From an optimization exercise on the open Yosys and OpenROAD flow, aimed at a short achievable clock period and few clock cycles per item; shortcuts taken in it are not production practice.
Only simulation tests tie the RTL to the original design; equivalence was not proved.
Power is estimated from default activity; no workload was simulated.

<file path="flow/design.v">
`default_nettype none
package sp_pkg;
	localparam int ELEM_W = 9;
	localparam int LEN    = 6;
	localparam logic [ELEM_W-1:0] MODULUS = 9'd509;
	typedef logic [ELEM_W-1:0] elem_t;
	typedef struct packed {
		logic sort_en;
		logic inv_en;
	} mode_t;
	function automatic logic lt9(input logic [8:0] x, input logic [8:0] y);
		logic [8:0] g;
		logic [8:0] e;
		logic [8:0] g1;
		logic [8:0] e1;
		logic [8:0] g2;
		logic [8:0] e2;
		logic [8:0] g3;
		logic [8:0] e3;
		for (int i = 0; i < 9; i++) begin
			g[i] = !x[i] && y[i];
			e[i] = !(x[i] ^ y[i]);
		end
		for (int i = 0; i < 9; i++) begin
			if (i >= 1) begin
				g1[i] = g[i] || (e[i] && g[i-1]);
				e1[i] = e[i] && e[i-1];
			end else begin
				g1[i] = g[i];
				e1[i] = e[i];
			end
		end
		for (int i = 0; i < 9; i++) begin
			if (i >= 2) begin
				g2[i] = g1[i] || (e1[i] && g1[i-2]);
				e2[i] = e1[i] && e1[i-2];
			end else begin
				g2[i] = g1[i];
				e2[i] = e1[i];
			end
		end
		for (int i = 0; i < 9; i++) begin
			if (i >= 4) begin
				g3[i] = g2[i] || (e2[i] && g2[i-4]);
				e3[i] = e2[i] && e2[i-4];
			end else begin
				g3[i] = g2[i];
				e3[i] = e2[i];
			end
		end
		lt9 = g3[8] || (e3[8] && g3[0]);
	endfunction
	function automatic logic [9:0] add9(input logic [8:0] x, input logic [8:0] y, input logic c);
		logic [8:0] p;
		logic [8:0] g;
		logic [8:0] gg;
		logic [8:0] pp;
		logic [8:0] gn;
		logic [8:0] pn;
		logic [9:0] cy;
		p = x ^ y;
		for (int i = 0; i < 9; i++) begin
			g[i] = x[i] & y[i];
		end
		g[0] = g[0] | (p[0] & c);
		gg = g;
		pp = p;
		for (int d = 1; d < 9; d = d * 2) begin
			for (int i = 0; i < 9; i++) begin
				if (i >= d) begin
					gn[i] = gg[i] | (pp[i] & gg[i-d]);
					pn[i] = pp[i] & pp[i-d];
				end else begin
					gn[i] = gg[i];
					pn[i] = pp[i];
				end
			end
			gg = gn;
			pp = pn;
		end
		cy[0] = c;
		for (int i = 1; i < 10; i++) begin
			cy[i] = gg[i-1];
		end
		add9 = {cy[9], p ^ cy[8:0]};
	endfunction
	function automatic logic [8:0] addmod3(input logic [8:0] x, input logic [8:0] xp3,
			input logic [8:0] y);
		logic [9:0] t;
		logic [9:0] u;
		t = add9(x, y, 1'b0);
		u = add9(xp3, y, 1'b0);
		addmod3 = u[9] ? u[8:0] : t[8:0];
	endfunction
	function automatic logic [8:0] addmod(input logic [8:0] x, input logic [8:0] y);
		logic [9:0] t;
		logic [9:0] u;
		t = add9(x, y, 1'b0);
		u = add9(t[8:0], 9'd3, 1'b0);
		addmod = (t[9] || u[9]) ? u[8:0] : t[8:0];
	endfunction
	function automatic logic [8:0] mod3(input logic [10:0] t);
		if (t >= 11'd1018) begin
			mod3 = 9'(t - 11'd1018);
		end else if (t >= 11'd509) begin
			mod3 = 9'(t - 11'd509);
		end else begin
			mod3 = t[8:0];
		end
	endfunction
	function automatic logic [8:0] mod4(input logic [10:0] t);
		if (t >= 11'd1527) begin
			mod4 = 9'(t - 11'd1527);
		end else if (t >= 11'd1018) begin
			mod4 = 9'(t - 11'd1018);
		end else if (t >= 11'd509) begin
			mod4 = 9'(t - 11'd509);
		end else begin
			mod4 = t[8:0];
		end
	endfunction
endpackage
`default_nettype wire
`default_nettype none
module mod_inverse (
	input  wire logic       clk,
	input  wire logic [8:0] value,
	input  wire logic       inv,
	output logic      [8:0] result
);
	localparam logic [63:0] T0_0 = 64'h1422b655412035c6;
	localparam logic [63:0] T0_1 = 64'hcc80bfc25d442402;
	localparam logic [63:0] T0_2 = 64'h683c27b3c2e6e751;
	localparam logic [63:0] T0_3 = 64'h71f76de1e1f3740c;
	localparam logic [63:0] T0_4 = 64'h73f44c1e1e12441c;
	localparam logic [63:0] T0_5 = 64'h1d46262f0c86f0fa;
	localparam logic [63:0] T0_6 = 64'heff6f7516f00bfb3;
	localparam logic [63:0] T0_7 = 64'hc714fedf5564aef5;
	localparam logic [63:0] T1_0 = 64'hb45a4c75214fa5bc;
	localparam logic [63:0] T1_1 = 64'h13392220db71aebf;
	localparam logic [63:0] T1_2 = 64'h121f057f1c4083f7;
	localparam logic [63:0] T1_3 = 64'hc71897ce5f0ec479;
	localparam logic [63:0] T1_4 = 64'h2788dc3e9cfa4638;
	localparam logic [63:0] T1_5 = 64'h3bf0408e3fa83e12;
	localparam logic [63:0] T1_6 = 64'h7f5d63b6c1112732;
	localparam logic [63:0] T1_7 = 64'h8f697ca12b8c968b;
	localparam logic [63:0] T2_0 = 64'h55206f272c8f0b74;
	localparam logic [63:0] T2_1 = 64'h78fa6f6f433b681f;
	localparam logic [63:0] T2_2 = 64'h34a252e4f24008a4;
	localparam logic [63:0] T2_3 = 64'h09067a405f67a530;
	localparam logic [63:0] T2_4 = 64'hdb5e5a7fe39221e3;
	localparam logic [63:0] T2_5 = 64'h4d4bbfe2098550a6;
	localparam logic [63:0] T2_6 = 64'h3ea72b7983534f0a;
	localparam logic [63:0] T2_7 = 64'h9b22bf13ed4ee85e;
	localparam logic [63:0] T3_0 = 64'hccbb0587b093331c;
	localparam logic [63:0] T3_1 = 64'h96c86bb464cec802;
	localparam logic [63:0] T3_2 = 64'hf17833c2de69f019;
	localparam logic [63:0] T3_3 = 64'h6094baafc38d0db4;
	localparam logic [63:0] T3_4 = 64'h379b8bb1823ab59e;
	localparam logic [63:0] T3_5 = 64'h90bc1ae3268ce85e;
	localparam logic [63:0] T3_6 = 64'h11fe0006f59b7c27;
	localparam logic [63:0] T3_7 = 64'h9aecf1bdae9b48b9;
	localparam logic [63:0] T4_0 = 64'h68963a80e5134554;
	localparam logic [63:0] T4_1 = 64'h86430336dc58e9c5;
	localparam logic [63:0] T4_2 = 64'h4e49228e75930076;
	localparam logic [63:0] T4_3 = 64'h5ab625857e12e5e3;
	localparam logic [63:0] T4_4 = 64'h4d1e25d0d784e4a9;
	localparam logic [63:0] T4_5 = 64'ha47fcd16632edb61;
	localparam logic [63:0] T4_6 = 64'h471e3971a5decb65;
	localparam logic [63:0] T4_7 = 64'h9f777dd717a0e5b2;
	localparam logic [63:0] T5_0 = 64'h29166c9b8660b5bc;
	localparam logic [63:0] T5_1 = 64'hc63374b9a902f50e;
	localparam logic [63:0] T5_2 = 64'h2fb692d9b638f6a1;
	localparam logic [63:0] T5_3 = 64'h7fbe70b4b65d2e9b;
	localparam logic [63:0] T5_4 = 64'hc8aad17434bc6080;
	localparam logic [63:0] T5_5 = 64'h1ea438e6992da482;
	localparam logic [63:0] T5_6 = 64'he3d02fda19a44ce7;
	localparam logic [63:0] T5_7 = 64'h9ab48e6689b265da;
	localparam logic [63:0] T6_0 = 64'ha5e590f216a52874;
	localparam logic [63:0] T6_1 = 64'hf6c6ef25364d64e1;
	localparam logic [63:0] T6_2 = 64'h624a532080da6680;
	localparam logic [63:0] T6_3 = 64'h466b14bc9c3c42ab;
	localparam logic [63:0] T6_4 = 64'h4aa770e1b0b5ca67;
	localparam logic [63:0] T6_5 = 64'h3fa6693dbecd6b6e;
	localparam logic [63:0] T6_6 = 64'h9e365364d7c22724;
	localparam logic [63:0] T6_7 = 64'h9e5ad6a5ec3d9616;
	localparam logic [63:0] T7_0 = 64'heab36ba93b4c630c;
	localparam logic [63:0] T7_1 = 64'ha966668188d00ca0;
	localparam logic [63:0] T7_2 = 64'h72976b9a83cd478b;
	localparam logic [63:0] T7_3 = 64'h6ce3a76666dae832;
	localparam logic [63:0] T7_4 = 64'h6cfa292666468e32;
	localparam logic [63:0] T7_5 = 64'h8b87530fa98a45ac;
	localparam logic [63:0] T7_6 = 64'h3eb3fd3b9ea6665a;
	localparam logic [63:0] T7_7 = 64'h99ce7348da8a4caa;
	localparam logic [63:0] T8_0 = 64'h1aa10c2085915a90;
	localparam logic [63:0] T8_1 = 64'ha93aac84c7941bb1;
	localparam logic [63:0] T8_2 = 64'h13d310b2ac12aa24;
	localparam logic [63:0] T8_3 = 64'h5ad8c0a065f572ac;
	localparam logic [63:0] T8_4 = 64'hf2ac54167ebf3929;
	localparam logic [63:0] T8_5 = 64'hb6eaadf2acbdcd0d;
	localparam logic [63:0] T8_6 = 64'hdc89f58737b2a8da;
	localparam logic [63:0] T8_7 = 64'h15a95d97bef3dea9;
	logic [8:0][7:0] part;
	logic [7:0]      hot;
	always_ff @(posedge clk) begin
		for (int h = 0; h < 8; h++) begin
			hot[h] <= value[8:6] == 3'(h);
		end
		part[0][0] <= inv ? T0_0[value[5:0]] : value[0];
		part[0][1] <= inv ? T0_1[value[5:0]] : value[0];
		part[0][2] <= inv ? T0_2[value[5:0]] : value[0];
		part[0][3] <= inv ? T0_3[value[5:0]] : value[0];
		part[0][4] <= inv ? T0_4[value[5:0]] : value[0];
		part[0][5] <= inv ? T0_5[value[5:0]] : value[0];
		part[0][6] <= inv ? T0_6[value[5:0]] : value[0];
		part[0][7] <= inv ? T0_7[value[5:0]] : value[0];
		part[1][0] <= inv ? T1_0[value[5:0]] : value[1];
		part[1][1] <= inv ? T1_1[value[5:0]] : value[1];
		part[1][2] <= inv ? T1_2[value[5:0]] : value[1];
		part[1][3] <= inv ? T1_3[value[5:0]] : value[1];
		part[1][4] <= inv ? T1_4[value[5:0]] : value[1];
		part[1][5] <= inv ? T1_5[value[5:0]] : value[1];
		part[1][6] <= inv ? T1_6[value[5:0]] : value[1];
		part[1][7] <= inv ? T1_7[value[5:0]] : value[1];
		part[2][0] <= inv ? T2_0[value[5:0]] : value[2];
		part[2][1] <= inv ? T2_1[value[5:0]] : value[2];
		part[2][2] <= inv ? T2_2[value[5:0]] : value[2];
		part[2][3] <= inv ? T2_3[value[5:0]] : value[2];
		part[2][4] <= inv ? T2_4[value[5:0]] : value[2];
		part[2][5] <= inv ? T2_5[value[5:0]] : value[2];
		part[2][6] <= inv ? T2_6[value[5:0]] : value[2];
		part[2][7] <= inv ? T2_7[value[5:0]] : value[2];
		part[3][0] <= inv ? T3_0[value[5:0]] : value[3];
		part[3][1] <= inv ? T3_1[value[5:0]] : value[3];
		part[3][2] <= inv ? T3_2[value[5:0]] : value[3];
		part[3][3] <= inv ? T3_3[value[5:0]] : value[3];
		part[3][4] <= inv ? T3_4[value[5:0]] : value[3];
		part[3][5] <= inv ? T3_5[value[5:0]] : value[3];
		part[3][6] <= inv ? T3_6[value[5:0]] : value[3];
		part[3][7] <= inv ? T3_7[value[5:0]] : value[3];
		part[4][0] <= inv ? T4_0[value[5:0]] : value[4];
		part[4][1] <= inv ? T4_1[value[5:0]] : value[4];
		part[4][2] <= inv ? T4_2[value[5:0]] : value[4];
		part[4][3] <= inv ? T4_3[value[5:0]] : value[4];
		part[4][4] <= inv ? T4_4[value[5:0]] : value[4];
		part[4][5] <= inv ? T4_5[value[5:0]] : value[4];
		part[4][6] <= inv ? T4_6[value[5:0]] : value[4];
		part[4][7] <= inv ? T4_7[value[5:0]] : value[4];
		part[5][0] <= inv ? T5_0[value[5:0]] : value[5];
		part[5][1] <= inv ? T5_1[value[5:0]] : value[5];
		part[5][2] <= inv ? T5_2[value[5:0]] : value[5];
		part[5][3] <= inv ? T5_3[value[5:0]] : value[5];
		part[5][4] <= inv ? T5_4[value[5:0]] : value[5];
		part[5][5] <= inv ? T5_5[value[5:0]] : value[5];
		part[5][6] <= inv ? T5_6[value[5:0]] : value[5];
		part[5][7] <= inv ? T5_7[value[5:0]] : value[5];
		part[6][0] <= inv ? T6_0[value[5:0]] : 1'b0;
		part[6][1] <= inv ? T6_1[value[5:0]] : 1'b1;
		part[6][2] <= inv ? T6_2[value[5:0]] : 1'b0;
		part[6][3] <= inv ? T6_3[value[5:0]] : 1'b1;
		part[6][4] <= inv ? T6_4[value[5:0]] : 1'b0;
		part[6][5] <= inv ? T6_5[value[5:0]] : 1'b1;
		part[6][6] <= inv ? T6_6[value[5:0]] : 1'b0;
		part[6][7] <= inv ? T6_7[value[5:0]] : 1'b1;
		part[7][0] <= inv ? T7_0[value[5:0]] : 1'b0;
		part[7][1] <= inv ? T7_1[value[5:0]] : 1'b0;
		part[7][2] <= inv ? T7_2[value[5:0]] : 1'b1;
		part[7][3] <= inv ? T7_3[value[5:0]] : 1'b1;
		part[7][4] <= inv ? T7_4[value[5:0]] : 1'b0;
		part[7][5] <= inv ? T7_5[value[5:0]] : 1'b0;
		part[7][6] <= inv ? T7_6[value[5:0]] : 1'b1;
		part[7][7] <= inv ? T7_7[value[5:0]] : 1'b1;
		part[8][0] <= inv ? T8_0[value[5:0]] : 1'b0;
		part[8][1] <= inv ? T8_1[value[5:0]] : 1'b0;
		part[8][2] <= inv ? T8_2[value[5:0]] : 1'b0;
		part[8][3] <= inv ? T8_3[value[5:0]] : 1'b0;
		part[8][4] <= inv ? T8_4[value[5:0]] : 1'b1;
		part[8][5] <= inv ? T8_5[value[5:0]] : 1'b1;
		part[8][6] <= inv ? T8_6[value[5:0]] : 1'b1;
		part[8][7] <= inv ? T8_7[value[5:0]] : 1'b1;
	end
	always_comb begin
		for (int k = 0; k < 9; k++) begin
			result[k] = |(part[k] & hot);
		end
	end
endmodule
`default_nettype wire
`default_nettype none
module sp_top (
	input  wire logic          clk,
	input  wire logic          rst_n,
	input  wire logic          in_valid,
	input  wire sp_pkg::elem_t in_data,
	input  wire sp_pkg::mode_t in_mode,
	output logic               out_valid,
	output sp_pkg::elem_t      out_data
);
	localparam logic [8:0] INF = 9'h1FF;
	logic       v1;
	logic [2:0] idx;
	logic [2:0] k1;
	logic [8:0] x;
	logic [1:0] mode;
	always_ff @(posedge clk or negedge rst_n) begin
		if (!rst_n) begin
			v1  <= 1'b0;
			idx <= '0;
		end else begin
			v1 <= in_valid;
			if (in_valid) begin
				idx <= (idx == 3'd5) ? 3'd0 : idx + 3'd1;
			end
		end
	end
	always_ff @(posedge clk) begin
		x  <= in_data;
		k1 <= idx;
		if (in_valid && idx == 3'd0) begin
			mode <= in_mode;
		end
	end
	logic [8:0] bi;
	logic [5:0][8:0] b;
	logic [5:0][8:0] s;
	logic [5:0][8:0] s_in;
	logic [5:0][8:0] s_ins;
	logic [5:0]      lt;
	mod_inverse u_inv (
		.clk    (clk),
		.value  (in_data),
		.inv    ((idx == 3'd0) ? in_mode[0] : mode[0]),
		.result (bi)
	);
	always_comb begin
		for (int j = 0; j < 6; j++) begin
			s_in[j] = (k1 == 3'd0) ? INF : s[j];
		end
		for (int j = 0; j < 6; j++) begin
			lt[j] = sp_pkg::lt9(bi, s_in[j]);
		end
		for (int j = 0; j < 6; j++) begin
			if (!lt[j]) begin
				s_ins[j] = s_in[j];
			end else if (j == 0) begin
				s_ins[j] = bi;
			end else begin
				s_ins[j] = lt[j-1] ? s_in[j-1] : bi;
			end
		end
	end
	always_ff @(posedge clk) begin
		if (v1) begin
			b[k1] <= bi;
			s     <= s_ins;
		end
	end
	logic        v2;
	logic        v3;
	logic        v4;
	logic [2:0]  k2;
	logic [2:0]  k3;
	logic [2:0]  k4;
	logic [8:0]  a2;
	logic [8:0]  b2;
	logic [8:0]  b3;
	logic [8:0]  b4;
	logic [10:0] tp3;
	logic [8:0]  p4;
	logic [9:0]  tp2;
	logic [5:0][8:0] p;
	logic [5:0][8:0] pp3;
	logic [5:0][8:0] q;
	always_ff @(posedge clk or negedge rst_n) begin
		if (!rst_n) begin
			v2 <= 1'b0;
			v3 <= 1'b0;
			v4 <= 1'b0;
		end else begin
			v2 <= v1;
			v3 <= v2;
			v4 <= v3;
		end
	end
	assign tp2 = sp_pkg::add9({1'b0, a2[8:1]}, b2, 1'b0);
	always_ff @(posedge clk) begin
		k2  <= k1;
		a2  <= x;
		b2  <= bi;
		k3  <= k2;
		b3  <= b2;
		tp3 <= {tp2, a2[0]};
		k4  <= k3;
		b4  <= b3;
		p4  <= sp_pkg::mod3(tp3);
		if (v3) begin
			p[k3] <= sp_pkg::mod3(tp3);
		end
		if (v4) begin
			pp3[k4] <= 9'(sp_pkg::add9(p4, 9'd3, 1'b0));
			q[k4]   <= sp_pkg::addmod(p4, b4);
		end
	end
	logic       fast;
	logic       fire_fast;
	logic       fire_slow;
	logic       last1;
	logic       ltx0;
	logic       ltx1;
	logic [8:0] s0c;
	logic       lt_in;
	logic [8:0] e0_in;
	logic [8:0] e0_x;
	logic [8:0] e0_s;
	logic [8:0] e0_b;
	logic [8:0] e0_fast;
	logic       lt_rom;
	logic [8:0] e0_rom;
	logic [8:0] e0_slow;
	logic [8:0] e1_s0;
	logic [8:0] e1_s1;
	logic [8:0] e1_x;
	logic [8:0] e1_fast;
	logic [5:0][8:0] e_gen;
	logic [8:0] e_sel;
	logic [2:0] oc;
	assign fast      = !(mode[0] && mode[1]);
	assign fire_fast = in_valid && idx == 3'd5 && fast;
	assign last1     = v1 && k1 == 3'd5;
	assign fire_slow = last1 && !fast;
	assign ltx0 = sp_pkg::lt9(x, s[0]);
	assign ltx1 = sp_pkg::lt9(x, s[1]);
	assign s0c     = (v1 && ltx0) ? x : s[0];
	assign lt_in   = sp_pkg::lt9(in_data, s0c);
	assign e0_in   = sp_pkg::addmod3(p[0], pp3[0], in_data);
	assign e0_x    = sp_pkg::addmod3(p[0], pp3[0], x);
	assign e0_s    = sp_pkg::addmod3(p[0], pp3[0], s[0]);
	assign e0_b    = !mode[1] ? q[0] : ((v1 && ltx0) ? e0_x : e0_s);
	assign e0_fast = (mode[1] && lt_in) ? e0_in : e0_b;
	assign lt_rom  = sp_pkg::lt9(bi, s[0]);
	assign e0_rom  = sp_pkg::addmod3(p[0], pp3[0], bi);
	assign e0_slow = lt_rom ? e0_rom : e0_s;
	assign e1_s0   = sp_pkg::addmod3(p[1], pp3[1], s[0]);
	assign e1_s1   = sp_pkg::addmod3(p[1], pp3[1], s[1]);
	assign e1_x    = sp_pkg::addmod3(p[1], pp3[1], x);
	assign e1_fast = !mode[1] ? q[1] : (ltx1 ? (ltx0 ? e1_s0 : e1_x) : e1_s1);
	always_comb begin
		e_sel = '0;
		for (int j = 1; j < 6; j++) begin
			e_gen[j] = mode[1] ? sp_pkg::addmod3(p[j], pp3[j], s[j]) : q[j];
		end
		e_gen[0] = '0;
		for (int j = 1; j < 6; j++) begin
			if (oc == 3'(j)) begin
				e_sel = e_gen[j];
			end
		end
	end
	always_ff @(posedge clk or negedge rst_n) begin
		if (!rst_n) begin
			out_valid <= 1'b0;
			out_data  <= '0;
			oc        <= '0;
		end else begin
			if (fire_fast) begin
				out_valid <= 1'b1;
				out_data  <= e0_fast;
				oc        <= 3'd1;
			end else if (fire_slow) begin
				out_valid <= 1'b1;
				out_data  <= e0_slow;
				oc        <= 3'd1;
			end else if (last1) begin
				out_data <= e1_fast;
				oc       <= 3'd2;
			end else if (out_valid && oc != 3'd6) begin
				out_data <= e_sel;
				oc       <= oc + 3'd1;
			end else begin
				out_valid <= 1'b0;
				out_data  <= '0;
				oc        <= '0;
			end
		end
	end
endmodule
`default_nettype wire
</file>
<file path="flow/flow/run.sh">
#!/bin/bash
# Standard layout, with timing repair aimed well below the clock period
# and plain buffers on the ports
set -euo pipefail
bash standard.sh SETUP_SLACK_MARGIN=7.2 "BUFFER_PORTS_ARGS=-buffer_cell sky130_fd_sc_hd__buf_4" finish > standard.log 2>&1
</file>
<file path="flow/standard.sh">
#!/bin/bash
# synth_recipe.tcl (not shown) runs the flow's synth.tcl, then flattens the netlist and writes it again
# the make line also repeats each setting of config.mk as NAME=value (left out here)
make -C /OpenROAD-flow-scripts/flow DESIGN_CONFIG=/design/flow/config.mk WORK_HOME=/design/flow/orfs CLKGATE_MAP_FILE= SYNTH_SCRIPT=/design/flow/synth_recipe.tcl "${@:-finish}"
</file>
<file path="flow/config.mk">
export PLATFORM = sky130hd
export DESIGN_NAME = sp_top
export DESIGN_NICKNAME = sp_top
export VERILOG_FILES = /design/flow/design.v
export SDC_FILE = /design/flow/constraint.sdc
export NUM_CORES = 4
export LEC_CHECK = 0
export CAP_MARGIN = 20
export CORE_MARGIN = 2
export CORE_UTILIZATION = 30
export SLEW_MARGIN = 20
</file>
<file path="flow/constraint.sdc">
create_clock -name core_clock -period 10.0 [get_ports {clk}]
set_input_delay 2.0000 -clock core_clock [delete_from_list [all_inputs] [get_ports {clk}]]
set_output_delay 2.0000 -clock core_clock [all_outputs]
set_load 0.01 [all_outputs]
</file>
==> flow_metrics.env <==
export IMPL_grt_util_all_layers_pct=28.3
export IMPL_critPathCaptureType="flop"
export IMPL_power_density_nw_per_um2=382
export IMPL_synth_top_area_cell="edfxtp_1"
export IMPL_syn_inst=3957
export IMPL_synth_fp_nets=4313
export IMPL_required_ps=10490
export IMPL_synth_ff_type="edfxtp_1"
export IMPL_die_h_um=336
export IMPL_cp_startpoint="in_data[0]"
export IMPL_grt_max_degree=92
export IMPL_p_int_uw=8830
export IMPL_cp_buffers_inverters=2
export IMPL_tns_ps=0
export IMPL_die_area_um2=113000
export IMPL_io_buffer_count=23
export IMPL_fin_util_pct=41.9
export IMPL_dr_total_vias=36000
export IMPL_synth_edf_count=218
export IMPL_power_frac_comb_pct=70.4
export IMPL_p_switching_uw=8630
export IMPL_min_to="b4[2]"
export IMPL_area_growth_pct=38.1
export IMPL_p_leak_uw=0.0178
export IMPL_placed_area_um2=35200
export IMPL_num_io_pins=24
export IMPL_final_cell_mix="334 x nand2_1, 317 x a21oi_1, 295 x buf_4"
export IMPL_setup_viol=0
export IMPL_synth_cell_area_um2=33100
export IMPL_cpMaxStageDelayCell="fa_2"
export IMPL_cts_buffer_depth=3
export IMPL_ys_types=97
export IMPL_clock_sinks=395
export IMPL_clk_pin_slew_ps=60
export IMPL_p_sw_share_pct=49.4
export IMPL_max_slew_margin_rel_pct=27.6
export IMPL_postRouteAntennaNets=0
export IMPL_dp_cells=5296
export IMPL_ys_ff_latch=395
export IMPL_power_uw=17500
export IMPL_rsz0062_at_grt="yes"
export IMPL_fin_skew_ps=40.2
export IMPL_start_util_pct=30.3
export IMPL_viasPerCell=6.19
export IMPL_seq_power_share_pct=19.2
export IMPL_r2r_start="x[1]"
export IMPL_holdPathStages=0
export IMPL_grt_overflow=0
export IMPL_clk_latency_ps=650
export IMPL_grt_pass1_wl_um=235000
export IMPL_cts_root_buffer="clkbuf_16"
export IMPL_r2r_slack_ps=6370
export IMPL_hp_start="b3[2]"
export IMPL_peakVddDrop_mv=0.243
export IMPL_crit_arrival_ps=4170
export IMPL_max_freq_mhz=272
export IMPL_coreArea_um2=109000
export IMPL_cts_buffers_inserted=47
export IMPL_wl_per_cell_um=28.8
export IMPL_period_share_pct=36.7
export IMPL_design_area_um2=45700
export IMPL_synthArstFlopShare_pct=5.06
export IMPL_htreeDepth=2
export IMPL_fin_crit_ps=3670
export IMPL_r2r_cells=17
export IMPL_critPathLaunchType="input port"
export IMPL_nFillCells=10400
export IMPL_synth_top_area_share_pct=19.8
export IMPL_ys_seq_area_share_pct=30.8
export IMPL_die_w_um=336
export IMPL_syn_avg_cell_area_um2=8.36
export IMPL_final_common_cell="nand2_1"
export IMPL_crit_type="input port to flop"
export IMPL_cp_common_cell="o21ai_1"
export IMPL_drt_pass1_iterations=12
export IMPL_path_delay_family="compound AO/OA/AOI/OAI gates"
export IMPL_worst_pin_slew_ps=1080
export IMPL_cts_tree="built"
export IMPL_final_cells=5819
export IMPL_crit_chain="buf_16, ha_4, inv_1, fa_2, nor2b_4, o21ai_2, a21boi_2, o21ai_1, a21oi_1, xnor2_1, o21ai_1, a32oi_1, nand4_1"
export IMPL_worst_path_max_fanout=5
export IMPL_routed_wl_um=167000
export IMPL_synth_warning_count=2
export IMPL_hold_viol=0
export IMPL_num_rows=121
export IMPL_r2r_end="out_data[8]"
export IMPL_status="timing/DRC/antenna clean"
export IMPL_synth_top_cells_by_area="edfxtp_1 20%, ha_1 12%, dfxtp_1 9.5%, a21oi_1 6.1%, o21ai_0 5.9%"
export IMPL_critPathMaxStageDelay_ps=420
export IMPL_antenna_found_initial=11
export IMPL_slew_violations=0
export IMPL_min_path_type="flop to flop"
export IMPL_fin_nets=4658
export IMPL_route_detailed_drc=0
export IMPL_hpwl_um=107000
export IMPL_drt_iter0_drc=5613
export IMPL_gp_congestion=1.05
export IMPL_drv_cap=0
export IMPL_drive_gt1_share_pct=30.2
export IMPL_clkPwrFrac_pct=10.4
export IMPL_grt_pass1_vias=33300
cells in the mapped netlist, types with 17 or more instances:
| master | instances |
|---|---|
| nand2b_1 | 24 |
| o311ai_0 | 27 |
| o21ai_0 | 392 |
| o22ai_1 | 31 |
| or2_2 | 54 |
| o31ai_1 | 20 |
| edfxtp_1 | 218 |
| clkbuf_1 | 162 |
| o21bai_1 | 32 |
| mux2_2 | 25 |
| a22o_1 | 28 |
| o21a_1 | 32 |
| inv_1 | 118 |
| nand4_1 | 18 |
| xnor2_1 | 111 |
| dfxtp_1 | 157 |
| and3_1 | 20 |
| xor2_1 | 63 |
| a211oi_1 | 75 |
| o211ai_1 | 57 |
| nor2_1 | 337 |
| a22oi_1 | 49 |
| nor3_1 | 99 |
| a31oi_1 | 55 |
| nor2b_1 | 34 |
| o2111ai_1 | 17 |
| nand3_1 | 90 |
| a21oi_1 | 406 |
| ha_1 | 318 |
| buf_2 | 18 |
| dfrtp_1 | 20 |
| fa_1 | 24 |
| mux2i_1 | 89 |
| or3_1 | 25 |
| a21o_1 | 46 |
| nand2_1 | 394 |
| buf_1 | 32 |
| a2111oi_0 | 18 |
through the flow:
step | setup WS, ps | hold WS (ps)
2_1_floorplan | 5860 | 310
3_3_place_gp | 4450 | 314
3_5_place_dp | 4500 | 314
4_1_cts | 6450 | 304
5_1_grt | 6240 | 321
6_report | 6330 | 297
flip-flops by register name, indices dropped and copies added, names as in the netlist, 2 cells and up:
name	count
u_inv.part	72
p	54
pp3	54
q	54
s	54
tp3	11
a2	9
b2	9
b3	9
b4	9
out_data	9
p4	9
x	9
u_inv.hot	8
idx	3
k1	3
k2	3
k3	3
k4	3
oc	3
mode	2
layout make-up:
| type | instances | area [um^2] | area share, % |
|---|---|---|---|
| multi-input combinational | 3221 | 25500 | 55.8 |
| sequential | 395 | 10300 | 22.4 |
| timing repair buffer | 512 | 5860 | 12.8 |
| tap | 1476 | 1850 | 4.04 |
| clock buffer | 61 | 1330 | 2.92 |
| inverter | 121 | 601 | 1.31 |
| clock inverter | 27 | 255 | 0.559 |
| timing repair inverter | 4 | 52.6 | 0.115 |
| antenna | 2 | 5.00 | 0.0110 |
cell families after synthesis:
kind of cell    Yosys count  synth area share, %
fa+ha+maj               342                 13.5
mux                     119                 3.86
buf+inv                 344                 4.13
xor+xnor                176                 4.71
flops                   395                 30.8
simple gates           1148                 15.7
compound gates         1433                 27.3
worst reg2reg max path, delay by kind of cell (launching register included):
| family | cells | cell delay [ps] |
|---|---|---|
| compound gates | 5 | 1200 |
| fa+ha+maj | 2 | 610 |
| buf+inv | 4 | 630 |
| flops | 1 | 400 |
| simple gates | 6 | 670 |
what timing repair did:
item,in CTS,in global routing
gates cloned,30,3
hold buffers,0,0
gates resized for setup,740,404
pin swaps,190,203
buffers inserted,291,109
setup endpoints to repair,252,229
metal layers:
metal / global-route usage, % / share of wire (%) / vias up
met2: 41.6 / 41 / 2522
met4: 18.4 / 8.5 / 18
met3: 9.30 / 12 / 848
met1: 35.4 / 38 / 17100
met5: 0.383 / 0.12 / -
li1: - / - / 15500
power groups by stage:
| stage | combinational [uW] | sequential, uW | clock [uW] |
|---|---|---|---|
| finish | 12300 | 3350 | 1820 |
| global route | 13100 | 3380 | 1890 |
| CTS | 11200 | 3300 | 1830 |
| detailed placement | 9060 | 3420 | 0 |
| global placement | 8950 | 3420 | 0 |
| floorplan | 6480 | 2960 | 0 |
how the worst max path moves through the flow:
stage                              to  cells past startpoint
final                     out_data[8]                     13
after global routing      out_data[8]                     13
after CTS                 out_data[4]                     12
after detailed placement  out_data[4]                     10
after global placement    out_data[4]                     10
after floorplan           out_data[4]                     13
Testbench counts, summed over its fixed seeds: cycles 2,165, jobs 192.

-- what the ideal ports hide --
The flow's constraints put no driver on any port. The routed layout listed below was extracted and timed again, unchanged, in two steps. Step 1: set_driving_cell puts a clkbuf_16 on clk and a buf_2 on each other input, an assumption about the parent block. Step 2 adds t to the input delays and takes it off the output delays; t is the mean of the earliest and latest rising clock arrival at the registers after step 1. Input paths then give back, and output paths get back, about the clock's delay inside the block. Three values: no drivers, after step 1, after step 2; two values: the first two.
shift t [ns]: 0.696
setup WS [ns]: 6.328 / 6.212 / 5.516
hold WS [ns]: 0.297 / 0.297 / 0.297
worst setup path at the end: input to register
worst slew at a driven data input, ns: 0.23
After both steps setup and hold are still met in this run. For this run, drivers alone change the setup slack by -0.116 ns; drivers and shift together by -0.812 ns.
